Source: an optimization exercise on an open RTL-to-GDS flow (aim: small area and few clock cycles per item). Production flows keep margins and buffers that such runs may drop.
Function was checked by simulation only, so behaviour that the tests miss may differ from the original.

zinc:
==> flow/design.v (excerpt) <==
module aabb_contact_impulse_resolver (
  input  logic          clk,
  input  logic          rst_n,
  input  logic          start,
  output logic          busy,
  input  logic [47:0]   in_box_one_min,
  input  logic [47:0]   in_box_one_max,
  input  logic [47:0]   in_box_two_min,
  input  logic [47:0]   in_box_two_max,
  input  logic [47:0]   in_vel_one,
  input  logic [47:0]   in_vel_two,
  input  logic [15:0]   in_mass_one,
  input  logic [15:0]   in_mass_two,
  input  logic [8:0]    in_bounce_one,
  input  logic [8:0]    in_bounce_two,
  input  logic          in_fixed_one,
  input  logic          in_fixed_two,
  output logic          out_valid,
  output logic          out_overlap,
  output logic          out_applied,
  output logic [1:0]    out_contact_axis,
  output logic          out_normal_negative,
  output logic [47:0]   out_new_vel_one,
  output logic [47:0]   out_new_vel_two
);
Size: roughly 11000 cells after synthesis, ~1100 flip-flops, ~450 I/O pins, roughly 88000 um2 of cells after synthesis.
export LEC_CHECK = 0
export ABC_AREA = 1
export CAP_MARGIN = 20
export CORE_MARGIN = 2
export CORE_UTILIZATION = 45
export CTS_CLUSTER_DIAMETER = 200
export CTS_CLUSTER_SIZE = 20
export PLACE_DENSITY = 0.68
export SLEW_MARGIN = 20
create_clock -name core_clock -period 10.0 [get_ports {clk}]
standard.sh (not shown) runs the stock make flow with config.mk's settings and CLKGATE_MAP_FILE= SYNTH_SCRIPT=/design/flow/synth_recipe.tcl, a recipe that flattens the netlist after the stock synthesis.
==> flow/flow/run.sh <==
#!/bin/bash
# The standard layout (standard.sh: ORFS with the standard flow's settings), except that
# the port buffers are made from the smallest buffer cell, buf_1, instead of
# the cell buffer_ports picks on its own. Every port still gets its buffer.
# The full output of the layout goes to layout.log in this folder; each ORFS
# step also keeps its own log under orfs/logs.
set -euo pipefail
bash standard.sh \
  "BUFFER_PORTS_ARGS=-buffer_cell sky130_fd_sc_hd__buf_1" \
  finish > layout.log 2>&1
Testbench counts of zinc, summed over its fixed seeds: cycles 24,048, items 24,000.
Changes in xenon relative to zinc:
- SLEW_MARGIN changed from 20 to 10
- PLACE_DENSITY removed (was 0.68)
- CORE_UTILIZATION changed from 45 to 40
- CAP_MARGIN changed from 20 to 10
Against zinc, xenon comes in 15 ps higher on final critical delay including setup and external delays. xenon reports a higher layout overhead on the synthesized area than zinc does. xenon vs zinc on total global-route track usage: xenon is the lower one. In xenon, placer's final routability congestion estimate is lower than in zinc. In the tables for xenon and zinc, multi-input gate share of total cell area reads higher with zinc. Setup WNS zinc -> xenon: worse. Relative to zinc, the post-placement worst setup slack of xenon is lower by 28 ps. Comparing the two runs side by side, xenon comes out behind zinc on core area.
What pepper does differently from xenon at the input level:
- GPL_TIMING_DRIVEN now 0, previously not set
- CAP_MARGIN now 20, was 10
- SLEW_MARGIN now 20, was 10
==> comparison <==
Between xenon and pepper, the non-clock buffer count is lower for pepper.
Diff xenon and pepper: routed via count higher in pepper
On count of cell instances traversed by the critical path: between xenon and pepper, it ends up higher for pepper.
Area of the multi-input gates (pepper over xenon): increase, 960 um2
Worst setup slack (lower): pepper
Taking xenon as the reference, in pepper global-route track usage on met3 climbed 0.23 points, data arrival time of the worst path picked up an extra 2740 ps, final critical-path share of the clock period now sits higher.
xenon reports its highest routing layer actually used as met4 while pepper reports met5.
[inputs] delta vs pepper
- a deleted GPL_TIMING_DRIVEN that had been 0
Results
- Compared delta vs pepper, and non-clock buffer count is up in delta.
- In the flow results for delta and pepper, the post-route clock period utilization is larger on pepper.
- As far as total number of sequential cells goes, pepper and delta are indistinguishable; the numbers are identical.
- Met1 routed wirelength after detailed routing in delta vs pepper: down about 5%

==> re-timing with driven ports <==
The flow's constraints put no driver on any port. The routed layouts listed below were extracted and timed again, unchanged, in two steps.
Step 1, drivers: a clkbuf_16 drives clk and a buf_2 each remaining input, both assumed.
Step 2 moves the port delays by t, midway between the first and last clock arrival at a register: inputs arrive t later, outputs are due t later. That takes back most of the time a late clock gives input paths.
Slacks: ideal ports / drivers / drivers and shift; pairs: ideal ports / drivers.
run | t, ns | setup WS [ns] | hold WS [ns] | worst register clock-pin slew, ns
zinc | 0.746 | 0.473 / 0.396 / -0.064 | 0.303 / 0.303 / 0.303 | 0.11 / 0.11
xenon | 0.767 | 0.458 / 0.379 / -0.107 | 0.310 / 0.310 / 0.310 | 0.11 / 0.11
pepper | 0.778 | 0.301 / 0.250 / -0.462 | 0.289 / 0.289 / 0.289 | 0.12 / 0.12
delta | 0.775 | 0.390 / 0.311 / -0.139 | 0.298 / 0.298 / 0.298 | 0.11 / 0.11
Met with ideal ports but missed after step 2: setup timing in every run listed. The setup slack of pepper, which loses most, moves by -0.051 ns with the drivers and by -0.763 ns with both steps.
